Source: an optimization exercise on an open RTL-to-GDS flow (aim: small area, a short achievable clock period and few clock cycles per item). Production flows keep margins and buffers that such runs may drop. Function was checked by simulation only, so behaviour that the tests miss may differ from the original.

Setup of oak:
// value_noise_interpolator
module value_noise_interpolator #(
  parameter int FRAC_BITS      = 16,
  parameter int COS_TABLE_BITS = 8
) (
  input  logic clk_i,
  input  logic rst_ni,
  input  logic                                 s_axis_tvalid,
  output logic                                 s_axis_tready,
  input  logic [((FRAC_BITS + 1 + 7) / 8) * 8 - 1:0] s_axis_tdata,
  input  logic                                 s_axis_tuser,
  output logic                                 m_axis_tvalid,
  input  logic                                 m_axis_tready,
  output logic [((FRAC_BITS + 3 + 7) / 8) * 8 - 1:0] m_axis_tdata,
  input  logic                                 cfg_we_i,
  input  logic [1:0]                           cfg_idx_i,
  input  logic [31:0]                          cfg_data_i
);
  localparam int F       = FRAC_BITS;
  localparam int C       = COS_TABLE_BITS;
  localparam int OW      = F + 3;               
  localparam int OUT_DW  = ((F + 3 + 7) / 8) * 8;
  localparam int TAB_N   = 1 << C;
  localparam int TAB_LEN = TAB_N + 1;
  localparam int K       = 8;                   
  localparam logic [F:0] ONE_P = {1'b1, {F{1'b0}}};
  function automatic logic [TAB_LEN*(F+1)-1:0] build_cos_table();
    logic [TAB_LEN*(F+1)-1:0] tab;
    longint unsigned          theta;
    longint unsigned          term;
    longint                   sum;
    longint                   ent;
    tab = '0;
    for (int k = 0; k <= TAB_N / 2; k++) begin
      theta = (vni_pkg::PI_Q30 * 64'(k)) >> C;
      term  = 64'd1 << 30;
      sum   = 0;
      for (int m = 1; m <= 8; m++) begin
        term = (term * theta) >> 30;
        term = (term * theta) >> 30;
        term = term / 64'((2 * m - 1) * (2 * m));
        if ((m % 2) == 1) begin
          sum = sum + longint'(term);
        end else begin
          sum = sum - longint'(term);
        end
      end
      if (sum < 0) begin
        sum = 0;
      end
      ent = (sum + (longint'(1) << (30 - F))) >>> (31 - F);
      tab[k*(F+1) +: F+1] = (F + 1)'(ent);
    end
    for (int k = TAB_N / 2 + 1; k <= TAB_N; k++) begin
  ...
make LEC_CHECK=0 CAP_MARGIN=20 CORE_MARGIN=2 CORE_UTILIZATION=40 SLEW_MARGIN=20 finish   # period 12.0 ns
run.sh (not shown) runs the stock make flow with config.mk's settings and CLKGATE_MAP_FILE= SYNTH_SCRIPT=/design/flow/synth_recipe.tcl, a recipe that flattens the netlist after the stock synthesis.
Testbench counts of oak, summed over its fixed seeds: cycles 5,184, items 4,800.
Edits applied to the flow inputs when going from oak to pine:
--- a/flow/design.v
+++ b/flow/design.v
@@ -100,60 +100,68 @@
   assign is_cubic = (mode_q == vni_pkg::MODE_CUBIC);
   assign is_cos   = (mode_q == vni_pkg::MODE_COSINE);
   assign is_step  = (mode_q == vni_pkg::MODE_STEP);
   logic       en_q;              
   logic       rdy_q;             
   logic       ovld_q;            
   logic       fill_q;            
-  logic       v1_q, vp_q, vr1_q, vra_q, vr2_q, vrb_q, vr3_q;
+  logic       v0_q, v1_q, vp_q, vr1_q, vra_q, vr2_q, vrb_q, vr3_q;
   logic [1:0] ocnt_q;            
   logic       push, pop;
   logic [1:0] ocnt_d;
   logic       acc, upd1, do_fill;
   assign s_axis_tready = rdy_q;
   assign acc           = s_axis_tvalid && rdy_q;
-  assign upd1          = acc;
-  assign do_fill       = fill_q || (acc && s_axis_tuser);
+  assign upd1          = en_q && v0_q;
+  assign do_fill       = fill_q || (upd1 && rst0_q);
   assign push          = en_q && vr3_q;
   assign pop           = ovld_q && m_axis_tready;
   assign ocnt_d        = ocnt_q + {1'b0, push} - {1'b0, pop};
   assign m_axis_tvalid = ovld_q;
   always_ff @(posedge clk_i or negedge rst_ni) begin
     if (!rst_ni) begin
       en_q   <= 1'b1;
       rdy_q  <= 1'b0;
       ovld_q <= 1'b0;
       fill_q <= 1'b1;
       ocnt_q <= 2'd0;
+      v0_q   <= 1'b0;
       v1_q   <= 1'b0;
       vp_q   <= 1'b0;
       vr1_q  <= 1'b0;
       vra_q  <= 1'b0;
       vr2_q  <= 1'b0;
       vrb_q  <= 1'b0;
       vr3_q  <= 1'b0;
     end else begin
       fill_q <= 1'b0;
       ocnt_q <= ocnt_d;
       en_q   <= (ocnt_d != 2'd2);
       rdy_q  <= (ocnt_d != 2'd2);
       ovld_q <= (ocnt_d != 2'd0);
       if (en_q) begin
-        v1_q  <= acc;
+        v0_q  <= acc;
+        v1_q  <= v0_q;
         vp_q  <= v1_q;
         vr1_q <= vp_q;
         vra_q <= vr1_q;
         vr2_q <= vra_q;
         vrb_q <= vr2_q;
         vr3_q <= vrb_q;
       end
     end
   end
-  logic [F:0] inc_in;
-  assign inc_in = (s_axis_tdata[F:0] > ONE_P) ? ONE_P : s_axis_tdata[F:0];
+  logic [F:0] inc0_q;
+  logic       rst0_q;
+  always_ff @(posedge clk_i) begin
+    if (acc) begin
+      inc0_q <= (s_axis_tdata[F:0] > ONE_P) ? ONE_P : s_axis_tdata[F:0];
+      rst0_q <= s_axis_tuser;
+    end
+  end
   logic [F-1:0]       w0_q, w1_q, w2_q;
   logic [31:0]        g3_q;
   logic [F-1:0]       t1_q;
   logic [F:0]         tn_q;
   logic [31:0]  fs1, fs2, gsrc, gnext;
   logic [F-1:0] nw0, nw1, nw2, nw3, nt;
   logic         shift;
@@ -188,15 +196,15 @@
       w0_q <= nw0;
       w1_q <= nw1;
       w2_q <= nw2;
       if (do_fill || shift) begin
         g3_q <= gnext;
       end
       t1_q <= nt;
-      tn_q <= fill_q && !upd1 ? '0 : ({1'b0, nt} + inc_in);
+      tn_q <= fill_q && !upd1 ? '0 : ({1'b0, nt} + inc0_q);
     end
   end
   logic signed [18:0] cd, ce, cp, cq, cr;
   always_comb begin
     cd = 19'(w0_q) - 19'(w1_q);
     ce = 19'(g3_q[31 -: F]) - 19'(w2_q);
     cp = ce - cd;
==> run summary <==
Global routing met3 resource utilization: pine lower than oak. oak has a lower smallest setup slack after layout than pine. pine against oak: relative slew slack climbed 3.2 points; design area climbed 880 µm²; layout buffering overhead excluding clock cells barely changed; count of clock-buffer cells in the layout climbed 22%. Comparing oak and pine, the higher final worst hold slack was measured on oak. For pine, the critical path start-end classification was flip-flop to flip-flop, unlike oak, where it was input port to flip-flop. pine vs. oak: required time of the critical path went up by 110 ps; initial core utilization was more or less identical; fmax went up by 37%; wire length of the first global-routing pass went up by 0.71%.
Testbench counts of pine, summed over its fixed seeds: cycles 5,232, items 4,800.

## separate check: timing with driven ports
In the flow no input, the clock included, has a driving cell. The finished layouts below were timed again as built, in two steps. Step 1 (the two cells are an assumption about what drives the block):
set clk [get_ports {clk_i}]
set_driving_cell -lib_cell sky130_fd_sc_hd__clkbuf_16 $clk
set_driving_cell -lib_cell sky130_fd_sc_hd__buf_2 [delete_from_list [all_inputs] $clk]
Step 2 moves the port delays by t, midway between the first and last clock arrival at a register: inputs arrive t later, outputs are due t later. That takes back most of the time a late clock gives input paths. Slacks: ideal ports / drivers / drivers and shift; pairs: ideal ports / drivers.
run	t, ns	setup WS [ns]	hold WS [ns]	latest minus earliest clock arrival (ns)	pins driven straight from the clock port
oak	0.738	4.925 / 4.982 / 4.244	0.406 / 0.406 / 0.406	0.050 / 0.050	1
pine	0.744	6.818 / 6.818 / 6.818	0.402 / 0.402 / 0.402	0.055 / 0.055	1
After both steps setup and hold are still met in every run listed. For oak, which loses most, drivers alone change the setup slack by +0.057 ns; drivers and shift together by -0.681 ns.
